What follows belongs to an exercise in optimizing a design on an open flow for small area; a production flow would make more cautious choices.
At most, simulation tests tie the RTL to the original design; equivalence was not proved.
No activity file was given, so power comes from the tool's default toggle rates. The flow treats the clock pin as an ideal source, which a real chip does not have.

Setup of the baseline:
==> flow/design.v <==
module kdps_cmp (
  input  logic [31:0] a,
  input  logic [31:0] b,
  output logic        eq,
  output logic        gt
);
  logic [31:0] e;
  always_comb begin
    e  = a ~^ b;
    eq = &e;
    gt = 1'b0;
    for (int i = 0; i < 32; i++) begin
      gt = e[i] ? gt : a[i];
    end
  end
endmodule
module kdps_lane #(
  parameter int W = 8
) (
  input  logic         s,
  input  logic         k,
  input  logic [W-1:0] v,
  input  logic [W-1:0] t,
  output logic [W-1:0] h
);
  assign h = ({W{s}} & v) | ({W{k}} & t);
endmodule
module kdps_pick_n #(
  parameter int W = 32
) (
  input  logic         s,
  input  logic [W-1:0] a,
  input  logic [W-1:0] b,
  output logic [W-1:0] y
);
  assign y = ~(s ? a : b);
endmodule
module kdps_out_lo (
  input  logic [31:0] rn,
  input  logic        vsel_n,
  input  logic        dsel,
  output logic [31:0] rv,
  output logic [31:0] dk
);
  assign rv = ~(rn | {32{vsel_n}});
  assign dk = ~(rn & {32{dsel}});
endmodule
module keyed_dirty_point_store_top (
  input  logic        clk,
  input  logic        rst,
  input  logic        in_valid,
  output logic        in_stall,
  input  logic [2:0]  op,
  input  logic [31:0] key,
  input  logic [3:0]  byte_count,
  input  logic [63:0] value,
  output logic        out_valid,
  input  logic        out_stall,
  output logic [1:0]  status,
  output logic [63:0] read_value,
  output logic [3:0]  read_size,
  output logic [31:0] dirty_key,
  input  logic        cfg_valid,
  output logic        cfg_ready,
  input  logic [8:0]  buffer_bytes_in_use
);
  localparam int SW = 100;
  logic [16*SW-1:0] ring;
  logic [SW-1:0]    tl;
  logic [SW-1:0]    hd;
  logic [31:0]      t_key;
  logic [63:0]      t_val;
  logic [2:0]       t_sz;
  logic             t_dt;
  logic [3:0]  ph;
  logic        run;
  logic        fin;
  logic        f;
  logic [4:0]  pt_count;
  logic [7:0]  rm;
  logic        sub;
  logic [63:32] res;
  logic [31:0] res_n;
  logic [31:0] res_n_d;
  logic [2:0]  res_sz;
  logic        vsel;
  logic        dsel;
  logic [1:0]  st;
  logic op_def, op_set, op_get, op_clr1, op_clra, op_fd, op_lk;
  logic start, act, f_in, sv, at_end, eq, gt;
  logic def_room, def_ok, wr_def, hit, wr_set, get_ld, fd_hit, clr_dt, f_next;
  logic [3:0] take;
  logic [8:0] rm_d;
  assign cfg_ready = 1'b1;
  assign tl    = ring[16*SW-1 -: SW];
  assign t_key = tl[31:0];
  assign t_val = tl[95:32];
  assign t_sz  = tl[98:96];
  assign t_dt  = tl[99];
  assign op_def  = (op == 3'd0);
  assign op_set  = (op == 3'd1);
  assign op_get  = (op == 3'd2);
  assign op_clr1 = (op == 3'd3);
  assign op_clra = (op == 3'd4);
  assign op_fd   = (op == 3'd5);
  assign op_lk   = op_set | op_get | op_clr1 | op_fd;
  assign start = in_valid & ~out_valid & ~fin & ~run & (ph == 4'd0);
  assign act   = start | run;
  assign f_in  = run & f;
  assign sv    = ({1'b0, ph} < pt_count);
  kdps_cmp u_cmp (.a(key), .b(t_key), .eq(eq), .gt(gt));
  assign at_end   = act & op_def & ({1'b0, ph} == pt_count);
  assign take     = (act & sv) ? {1'b0, t_sz} + 4'd1 : byte_count;
  assign rm_d     = {1'b0, rm} - {5'd0, take};
  assign def_room = ~rm_d[8];
  assign def_ok   = at_end & ~f_in & (key != 32'hFFFF_FFFF)
                  & (byte_count != 4'd0) & (byte_count <= 4'd8) & def_room;
  assign wr_def   = def_ok;
  assign hit    = act & sv & eq & (op_set | op_get | op_clr1);
  assign wr_set = hit & op_set;
  assign get_ld = hit & op_get;
  assign fd_hit = act & op_fd & sv & t_dt & ~f_in;
  assign clr_dt = (hit & op_clr1) | (act & op_clra);
  always_comb begin
    f_next = f_in | hit | fd_hit;
    if (op_def) begin
      f_next = f_in | (act & sv & ~gt) | (at_end & ~def_ok)
             | (act & (ph == 4'd15) & pt_count[4]);
    end
  end
  logic [7:0] byte_wr;
  logic [7:0] byte_keep;
  always_comb begin
    for (int b = 0; b < 8; b++) begin
      byte_wr[b]   = wr_set & (3'(b) <= t_sz);
      byte_keep[b] = ~wr_def & ~byte_wr[b];
    end
  end
  kdps_lane #(.W(32)) u_lane_key (
    .s(wr_def), .k(~wr_def), .v(key), .t(t_key), .h(hd[31:0])
  );
  for (genvar b = 0; b < 8; b++) begin : g_lane
    kdps_lane #(.W(8)) u_lane (
      .s(byte_wr[b]), .k(byte_keep[b]), .v(value[8*b +: 8]),
      .t(t_val[8*b +: 8]), .h(hd[32+8*b +: 8])
    );
  end
  assign hd[98:96] = wr_def ? 3'(byte_count - 4'd1) : t_sz;
  assign hd[99]    = wr_set | (t_dt & ~wr_def & ~clr_dt);
  always_ff @(posedge clk) begin
    ring <= {ring[15*SW-1:0], hd};
  end
  always_ff @(posedge clk) begin
    if (rst) begin
      ph       <= 4'd0;
      run      <= 1'b0;
      fin      <= 1'b0;
      pt_count <= 5'd0;
      rm       <= 8'd128;
      sub      <= 1'b0;
      out_valid <= 1'b0;
    end else begin
      ph  <= ph + 4'd1;
      run <= act & (ph != 4'd15);
      fin <= act & (ph == 4'd15);
      if (cfg_valid) begin
        rm  <= (buffer_bytes_in_use[8:7] != 2'd0) ? 8'd128
                                                   : {1'b0, buffer_bytes_in_use[6:0]};
        sub <= 1'b1;
      end else if (act && sv && sub) begin
        rm <= rm_d[8] ? 8'd0 : rm_d[7:0];
      end else if (wr_def) begin
        rm <= rm_d[7:0];
      end
      if (fin) begin
        sub <= 1'b0;
      end
      if (fin && op_def && !f) begin
        pt_count <= pt_count + 5'd1;
      end
      if (fin) begin
        out_valid <= 1'b1;
      end else if (!out_stall) begin
        out_valid <= 1'b0;
      end
    end
  end
  always_ff @(posedge clk) begin
    if (act) begin
      f <= f_next;
    end
    if (get_ld) begin
      res    <= t_val[63:32];
      res_sz <= t_sz;
    end
    if (get_ld || fd_hit) begin
      res_n <= res_n_d;
    end
    if (fin) begin
      vsel <= op_get & f;
      dsel <= op_fd & f;
      st   <= {op_def & f, op_lk & ~f};
    end
  end
  assign in_stall   = ~fin;
  assign status     = st;
  kdps_pick_n #(.W(32)) u_pick (.s(get_ld), .a(t_val[31:0]), .b(t_key), .y(res_n_d));
  kdps_out_lo u_out_lo (
    .rn(res_n), .vsel_n(~vsel), .dsel(dsel), .rv(read_value[31:0]), .dk(dirty_key)
  );
  assign read_value[63:32] = vsel ? res : 32'd0;
  assign read_size  = vsel ? {1'b0, res_sz} + 4'd1 : 4'd0;
endmodule
clock: 10.0 ns
lec_check: 0
cap_margin: 20
core_margin: 2
core_utilization: 65
slew_margin: 20
synth_hierarchical: 1
standard.sh (not shown) runs the stock make flow with config.mk's settings and CLKGATE_MAP_FILE= SYNTH_SCRIPT=/design/flow/synth_recipe.tcl, a recipe that flattens the netlist after the stock synthesis.
==> flow/flow/run.sh <==
#!/bin/bash
# standard layout with the smallest buffer on the ports and tuned clock tree; logs to this folder
export BUFFER_PORTS_ARGS="-buffer_cell sky130_fd_sc_hd__buf_1"
export CTS_ARGS="-sink_clustering_enable -sink_clustering_size 33 -sink_clustering_max_diameter 300 -buf_list sky130_fd_sc_hd__clkbuf_16 -repair_clock_nets -dont_use_dummy_load"
bash standard.sh > standard.log 2>&1
In summary, the baseline completed successfully, with a layout that passed the timing, design-rule and antenna checks.
For the candidate, these inputs were changed with respect to the baseline:
--- a/flow/design.v
+++ b/flow/design.v
@@ -65,5 +65,5 @@
   input  logic [8:0]  buffer_bytes_in_use
 );
-  localparam int SW = 100;
+  localparam int SW = 98;
   logic [16*SW-1:0] ring;
   logic [SW-1:0]    tl;
@@ -71,5 +71,6 @@
   logic [31:0]      t_key;
   logic [63:0]      t_val;
-  logic [2:0]       t_sz;
+  logic             t_full;
+  logic [3:0]       t_size;
   logic             t_dt;
   logic [3:0]  ph;
@@ -78,10 +79,10 @@
   logic        f;
   logic [4:0]  pt_count;
-  logic [7:0]  rm;
+  logic [8:0]  rm;
   logic        sub;
   logic [63:32] res;
   logic [31:0] res_n;
   logic [31:0] res_n_d;
-  logic [2:0]  res_sz;
+  logic        res_full;
   logic        vsel;
   logic        dsel;
@@ -96,6 +97,7 @@
   assign t_key = tl[31:0];
   assign t_val = tl[95:32];
-  assign t_sz  = tl[98:96];
-  assign t_dt  = tl[99];
+  assign t_full = tl[96];
+  assign t_size = t_full ? 4'd8 : {1'b0, t_val[58:56]};
+  assign t_dt   = tl[97];
   assign op_def  = (op == 3'd0);
   assign op_set  = (op == 3'd1);
@@ -111,6 +113,6 @@
   kdps_cmp u_cmp (.a(key), .b(t_key), .eq(eq), .gt(gt));
   assign at_end   = act & op_def & ({1'b0, ph} == pt_count);
-  assign take     = (act & sv) ? {1'b0, t_sz} + 4'd1 : byte_count;
-  assign rm_d     = {1'b0, rm} - {5'd0, take};
+  assign take     = (act & sv) ? t_size : byte_count;
+  assign rm_d     = rm - {5'd0, take};
   assign def_room = ~rm_d[8];
   assign def_ok   = at_end & ~f_in & (key != 32'hFFFF_FFFF)
@@ -133,5 +135,5 @@
   always_comb begin
     for (int b = 0; b < 8; b++) begin
-      byte_wr[b]   = wr_set & (3'(b) <= t_sz);
+      byte_wr[b]   = wr_set & (4'(b) < t_size);
       byte_keep[b] = ~wr_def & ~byte_wr[b];
     end
@@ -140,5 +142,5 @@
     .s(wr_def), .k(~wr_def), .v(key), .t(t_key), .h(hd[31:0])
   );
-  for (genvar b = 0; b < 8; b++) begin : g_lane
+  for (genvar b = 0; b < 7; b++) begin : g_lane
     kdps_lane #(.W(8)) u_lane (
       .s(byte_wr[b]), .k(byte_keep[b]), .v(value[8*b +: 8]),
@@ -146,6 +148,14 @@
     );
   end
-  assign hd[98:96] = wr_def ? 3'(byte_count - 4'd1) : t_sz;
-  assign hd[99]    = wr_set | (t_dt & ~wr_def & ~clr_dt);
+  kdps_lane #(.W(3)) u_lane_sz (
+    .s(byte_wr[7] | wr_def), .k(byte_keep[7]),
+    .v(wr_def ? byte_count[2:0] : value[58:56]), .t(t_val[58:56]), .h(hd[90:88])
+  );
+  kdps_lane #(.W(5)) u_lane_b7 (
+    .s(byte_wr[7]), .k(byte_keep[7]), .v(value[63:59]), .t(t_val[63:59]),
+    .h(hd[95:91])
+  );
+  assign hd[96] = wr_def ? byte_count[3] : t_full;
+  assign hd[97] = wr_set | (t_dt & ~wr_def & ~clr_dt);
   always_ff @(posedge clk) begin
     ring <= {ring[15*SW-1:0], hd};
@@ -157,5 +167,5 @@
       fin      <= 1'b0;
       pt_count <= 5'd0;
-      rm       <= 8'd128;
+      rm       <= 9'd128;
       sub      <= 1'b0;
       out_valid <= 1'b0;
@@ -165,11 +175,9 @@
       fin <= act & (ph == 4'd15);
       if (cfg_valid) begin
-        rm  <= (buffer_bytes_in_use[8:7] != 2'd0) ? 8'd128
-                                                   : {1'b0, buffer_bytes_in_use[6:0]};
+        rm  <= {1'b0, buffer_bytes_in_use[8] | buffer_bytes_in_use[7],
+                buffer_bytes_in_use[6:0] & {7{~buffer_bytes_in_use[8]}}};
         sub <= 1'b1;
-      end else if (act && sv && sub) begin
-        rm <= rm_d[8] ? 8'd0 : rm_d[7:0];
-      end else if (wr_def) begin
-        rm <= rm_d[7:0];
+      end else if ((act && sv && sub) || wr_def) begin
+        rm <= rm_d;
       end
       if (fin) begin
@@ -192,5 +200,5 @@
     if (get_ld) begin
       res    <= t_val[63:32];
-      res_sz <= t_sz;
+      res_full <= t_full;
     end
     if (get_ld || fd_hit) begin
@@ -209,5 +217,6 @@
     .rn(res_n), .vsel_n(~vsel), .dsel(dsel), .rv(read_value[31:0]), .dk(dirty_key)
   );
-  assign read_value[63:32] = vsel ? res : 32'd0;
-  assign read_size  = vsel ? {1'b0, res_sz} + 4'd1 : 4'd0;
-endmodule
+  assign read_value[55:32] = vsel ? res[55:32] : 24'd0;
+  assign read_value[63:56] = (vsel && res_full) ? res[63:56] : 8'd0;
+  assign read_size  = !vsel ? 4'd0 : res_full ? 4'd8 : {1'b0, res[58:56]};
+endmodule
Results
- Compared with the baseline, in the candidate number of flops mapped to enable cells by yosys went down; required time of the critical path went up; post-layout utilization of the core did not really move; sequential share of layout area did not really move; maximum frequency went down.
- Min global-route usage across the candidate and the baseline: the baseline
- Between the candidate and the baseline, the cell area is higher for the baseline.
- | part of the total power dissipated in combinational logic | the candidate vs the baseline | ≈ equal |
- Re post-layout minimum cycle time: the candidate is 0.47 ns up on the baseline.
- Delta(clock network fraction of total power, the candidate - the baseline) > 0
- Comparing the baseline against the candidate, there is no change at all in remaining global-route overflow.

---

v6:
Another version of the RTL of keyed_dirty_point_store_top (not shown whole).
Size: ~2200 cells after synthesis, about 1700 flip-flops, roughly 220 I/O pins.
==> module keyed_dirty_point_store_top, before the edit <==
module keyed_dirty_point_store_top (
  input  logic        clk,
  input  logic        rst,
  input  logic        in_valid,
  output logic        in_stall,
  input  logic [2:0]  op,
  input  logic [31:0] key,
  input  logic [3:0]  byte_count,
  input  logic [63:0] value,
  output logic        out_valid,
  input  logic        out_stall,
  output logic [1:0]  status,
  output logic [63:0] read_value,
  output logic [3:0]  read_size,
  output logic [31:0] dirty_key,
  input  logic        cfg_valid,
  output logic        cfg_ready,
  input  logic [8:0]  buffer_bytes_in_use
);
  localparam int HW = 49;
  logic [32*HW-1:0] ring;
  logic [HW-1:0]    tl;
  logic [HW-1:0]    hd_n;
  logic [5:0]  pc;
  logic [3:0]  ph;
  logic        ba;
  logic        run;
  logic        fin;
  logic        f;
  logic        hb;
  logic        db;
  logic [4:0]  pt_count;
  logic [8:0]  rm;
  logic        sub;
  logic [63:0] res;
  logic        res_full;
  logic [3:0]  res_size;
  logic        vsel;
  logic        dsel;
  logic [1:0]  st;
  logic op_def, op_set, op_get, op_clr1, op_clra, op_fd, op_lk;
  logic start, act, f_in, sv, at_end, eq, gt, t_full;
  logic def_room, def_ok, wr_def, hit, wr_set_a, wr_set_b, wr_b7, get_a, get_b;
  logic fd_spec, fd_hit, clr_b, f_next;
  logic [3:0] t_size;
  logic [3:0] take;
  logic [8:0] rm_d;
  assign cfg_ready = 1'b1;
  assign tl     = ring[32*HW-1 -: HW];
  assign ph     = pc[4:1];
  assign ba     = ~pc[0];
  assign t_full = tl[48];
  assign t_size = t_full ? 4'd8 : {1'b0, tl[42:40]};
  assign op_def  = (op == 3'd0);
  assign op_set  = (op == 3'd1);
  assign op_get  = (op == 3'd2);
  assign op_clr1 = (op == 3'd3);
  assign op_clra = (op == 3'd4);
  assign op_fd   = (op == 3'd5);
  assign op_lk   = op_set | op_get | op_clr1 | op_fd;
  assign start = in_valid & ~out_valid & ~fin & ~run & (pc == 6'd32);
  assign act   = start | run;
  assign f_in  = run & f;
  assign sv    = ({1'b0, ph} < pt_count);
  kdps_cmp u_cmp (.a(key), .b(tl[31:0]), .eq(eq), .gt(gt));
  assign at_end   = act & ba & op_def & ({1'b0, ph} == pt_count);
  assign take     = (act & ba & sv) ? t_size : byte_count;
  assign rm_d     = rm - {5'd0, take};
  assign def_room = ~rm_d[8];
  assign def_ok   = at_end & ~f_in & (key != 32'hFFFF_FFFF)
                  & (byte_count != 4'd0) & (byte_count <= 4'd8) & def_room;
  assign wr_def   = def_ok;
  assign hit      = act & ba & sv & eq & (op_set | op_get | op_clr1);
  assign wr_set_a = hit & op_set;
  assign wr_b7    = wr_set_a & t_full;
  assign get_a    = hit & op_get;
  assign wr_set_b = hb & op_set;
  assign get_b    = hb & op_get;
  assign clr_b    = (hb & op_clr1) | (act & ~ba & op_clra);
  assign fd_spec  = act & ba & op_fd & sv & ~f_in;
  assign fd_hit   = act & ~ba & op_fd & sv & tl[48] & ~f_in;
  always_comb begin
    f_next = f_in | hit | fd_hit;
    if (op_def) begin
      f_next = f_in | (act & ba & sv & ~gt) | (at_end & ~def_ok)
             | (act & (pc == 6'd63) & pt_count[4]);
    end
  end
  logic k_key, k_lo, k_b7;
  assign k_key = ~(wr_def | wr_set_b | db);
  assign k_lo  = ~(wr_def | wr_set_a | wr_set_b | db);
  assign k_b7  = ~(wr_def | wr_b7 | wr_set_b | db);
  kdps_lane #(.W(32)) u_lane_kv (
    .sa(wr_def), .sb(wr_set_b), .k(k_key), .va(key), .vb(value[31:0]),
    .t(tl[31:0]), .h_n(hd_n[31:0])
  );
  kdps_lane #(.W(8)) u_lane_b64 (
    .sa(wr_set_a), .sb(wr_set_b), .k(k_lo), .va(value[55:48]), .vb(value[39:32]),
    .t(tl[39:32]), .h_n(hd_n[39:32])
  );
  kdps_lane #(.W(3)) u_lane_sz (
    .sa(wr_b7 | wr_def), .sb(wr_set_b), .k(k_b7),
    .va(wr_def ? byte_count[2:0] : value[58:56]), .vb(value[42:40]),
    .t(tl[42:40]), .h_n(hd_n[42:40])
  );
  kdps_lane #(.W(5)) u_lane_b75 (
    .sa(wr_b7), .sb(wr_set_b), .k(k_b7), .va(value[63:59]), .vb(value[47:43]),
    .t(tl[47:43]), .h_n(hd_n[47:43])
  );
  kdps_lane #(.W(1)) u_lane_fd (
    .sa(wr_def), .sb(wr_set_b), .k(~(wr_def | wr_set_b | db | clr_b)),
    .va(byte_count[3]), .vb(1'b1), .t(tl[48]), .h_n(hd_n[48])
  );
  always_ff @(posedge clk) begin
    ring <= {ring[31*HW-1:0], hd_n};
  end
  always_ff @(posedge clk) begin
    if (rst) begin
      pc        <= 6'd0;
      run       <= 1'b0;
      fin       <= 1'b0;
      hb        <= 1'b0;
      db        <= 1'b0;
      pt_count  <= 5'd0;
      rm        <= 9'd128;
      sub       <= 1'b0;
      out_valid <= 1'b0;
    end else begin
      pc  <= pc + 6'd1;
      run <= act & (pc != 6'd63);
      fin <= act & (pc == 6'd63);
      hb  <= hit;
      db  <= wr_def;
      if (fin && op_def && !f) begin
        pt_count <= pt_count + 5'd1;
      end
      if (cfg_valid) begin
        rm  <= {1'b0, buffer_bytes_in_use[8] | buffer_bytes_in_use[7],
                buffer_bytes_in_use[6:0] & {7{~buffer_bytes_in_use[8]}}};
        sub <= 1'b1;
      end else if ((act && ba && sv && sub) || wr_def) begin
        rm <= rm_d;
      end
      if (fin) begin
        sub <= 1'b0;
      end
      if (fin) begin
        out_valid <= 1'b1;
      end else if (!out_stall) begin
        out_valid <= 1'b0;
      end
    end
  end
  always_ff @(posedge clk) begin
    if (act) begin
      f <= f_next;
    end
    if (get_a) begin
      res[63:48] <= tl[47:32];
      res_full   <= tl[48];
    end
    if (get_b) begin
      res[47:32] <= tl[47:32];
    end
    if (get_b || fd_spec) begin
      res[31:0] <= tl[31:0];
    end
    if (fin) begin
      vsel <= op_get & f;
      dsel <= op_fd & f;
      st   <= {op_def & f, op_lk & ~f};
    end
  end
  assign in_stall = ~fin;
  assign status   = st;
  assign res_size = res_full ? 4'd8 : {1'b0, res[58:56]};
  always_comb begin
    for (int b = 0; b < 8; b++) begin
      read_value[8*b +: 8] = (vsel && (4'(b) < res_size)) ? res[8*b +: 8] : 8'd0;
    end
  end
  assign read_size = vsel ? res_size : 4'd0;
  assign dirty_key = dsel ? res[31:0] : 32'hFFFF_FFFF;
endmodule
clock: 10.0 ns
lec_check: 0
cap_margin: 0
core_margin: 2
core_utilization: 65
slew_margin: 0
synth_hierarchical: 1
==> flow/flow/run.sh <==
#!/bin/bash
# standard layout with the smallest buffer on the ports and tuned clock tree; logs to this folder
export BUFFER_PORTS_ARGS="-buffer_cell sky130_fd_sc_hd__buf_1"
export CTS_ARGS="-sink_clustering_enable -sink_clustering_size 34 -sink_clustering_max_diameter 300 -buf_list sky130_fd_sc_hd__clkbuf_16 -repair_clock_nets -dont_use_dummy_load"
bash standard.sh > standard.log 2>&1
Input-level comparison between v7 and v6:
--- a/flow/design.v
+++ b/flow/design.v
@@ -25,8 +25,24 @@
   input  logic [W-1:0] t,
   output logic [W-1:0] h_n
 );
   assign h_n = ~(({W{sa}} & va) | ({W{sb}} & vb) | ({W{k}} & t));
+endmodule
+module kdps_sub (
+  input  logic [8:0] a,
+  input  logic [3:0] b,
+  output logic [8:0] d
+);
+  logic [8:0] bb;
+  logic [9:0] bo;
+  always_comb begin
+    bb    = {5'd0, b};
+    bo[0] = 1'b0;
+    for (int i = 0; i < 9; i++) begin
+      d[i]    = a[i] ^ bb[i] ^ bo[i];
+      bo[i+1] = (~a[i] & bb[i]) | (~(a[i] ^ bb[i]) & bo[i]);
+    end
+  end
 endmodule
 module keyed_dirty_point_store_top (
   input  logic        clk,
   input  logic        rst,
@@ -60,10 +76,10 @@
   logic        db;
   logic [4:0]  pt_count;
   logic [8:0]  rm;
   logic        sub;
-  logic [63:0] res;
-  logic        res_full;
+  logic [63:0] res_n;
+  logic        res_full_n;
   logic [3:0]  res_size;
   logic        vsel;
   logic        dsel;
   logic [1:0]  st;
@@ -93,9 +109,9 @@
   assign sv    = ({1'b0, ph} < pt_count);
   kdps_cmp u_cmp (.a(key), .b(tl[31:0]), .eq(eq), .gt(gt));
   assign at_end   = act & ba & op_def & ({1'b0, ph} == pt_count);
   assign take     = (act & ba & sv) ? t_size : byte_count;
-  assign rm_d     = rm - {5'd0, take};
+  kdps_sub u_sub (.a(rm), .b(take), .d(rm_d));
   assign def_room = ~rm_d[8];
   assign def_ok   = at_end & ~f_in & (key != 32'hFFFF_FFFF)
                   & (byte_count != 4'd0) & (byte_count <= 4'd8) & def_room;
   assign wr_def   = def_ok;
@@ -184,16 +200,16 @@
     if (act) begin
       f <= f_next;
     end
     if (get_a) begin
-      res[63:48] <= tl[47:32];
-      res_full   <= tl[48];
+      res_n[63:48] <= hd_n[47:32];
+      res_full_n   <= hd_n[48];
     end
     if (get_b) begin
-      res[47:32] <= tl[47:32];
+      res_n[47:32] <= hd_n[47:32];
     end
     if (get_b || fd_spec) begin
-      res[31:0] <= tl[31:0];
+      res_n[31:0] <= hd_n[31:0];
     end
     if (fin) begin
       vsel <= op_get & f;
       dsel <= op_fd & f;
@@ -201,13 +217,13 @@
     end
   end
   assign in_stall = ~fin;
   assign status   = st;
-  assign res_size = res_full ? 4'd8 : {1'b0, res[58:56]};
+  assign res_size = !res_full_n ? 4'd8 : {1'b0, ~res_n[58:56]};
   always_comb begin
     for (int b = 0; b < 8; b++) begin
-      read_value[8*b +: 8] = (vsel && (4'(b) < res_size)) ? res[8*b +: 8] : 8'd0;
+      read_value[8*b +: 8] = ~(res_n[8*b +: 8] | {8{~(vsel && (4'(b) < res_size))}});
     end
   end
   assign read_size = vsel ? res_size : 4'd0;
-  assign dirty_key = dsel ? res[31:0] : 32'hFFFF_FFFF;
-endmodule
+  assign dirty_key = ~(res_n[31:0] & {32{dsel}});
+endmodule
### Flow results
- Sort v6 and v7 by logic depth of the worst register-to-register path asc -> top: v6
- The sequential share of power of v7 exceeds that of v6 by 0.2 points.
- Diff v6..v7 | cell-internal power | negligible
- Cmp v6 and v7 / combined area of the multi-input logic cells / lower: v7
- Largest net degree at the start of global routing (v6 / v7): 1.5
- Measured against each other, v6 and v7 differ in initial antenna violation count, the higher figure coming from v6.
- On clock latency of the later-clocked register in the worst-skew pair, the lower figure sits with v7, not v6.
- Number of buffers inserted during clock tree synthesis: v7 vs v6 — no meaningful difference
- Average cell area after synthesis in v7 is about 0.7% below v6.
- v6 has higher share of total power consumed by net switching than v7.
Only the layout flow was run in v7; the RTL was not checked for function there.

what the ideal ports hide:
Ports are ideal in the flow. The routed layouts listed here were re-timed in OpenROAD.
Step 1 (the two cells are an assumption about what drives the block):
set clk [get_ports {clk}]
set_driving_cell -lib_cell sky130_fd_sc_hd__clkbuf_16 $clk
set_driving_cell -lib_cell sky130_fd_sc_hd__buf_2 [delete_from_list [all_inputs] $clk]
Step 2 moves the port delays by t, midway between the first and last clock arrival at a register: inputs arrive t later, outputs are due t later. That takes back most of the time a late clock gives input paths.
Slacks: no drivers / after step 1 / after step 2; pairs: no drivers / after step 1.
run	shift t [ns]	setup WS [ns]	clock arrival spread, ns	worst register clock-pin slew, ns	pins driven straight from the clock port
the baseline	0.679	4.312 / 4.353 / 3.673	0.079 / 0.079	0.12 / 0.12	1
the candidate	0.674	3.840 / 3.878 / 3.204	0.061 / 0.060	0.12 / 0.12	1
v6	0.694	3.057 / 3.091 / 2.398	0.059 / 0.059	0.12 / 0.12	1
v7	0.685	2.754 / 2.792 / 2.107	0.040 / 0.040	0.12 / 0.12	1
After both steps setup and hold are still met in every run listed. The setup slack of v6, which loses most, moves by +0.034 ns with the drivers and by -0.659 ns with both steps.
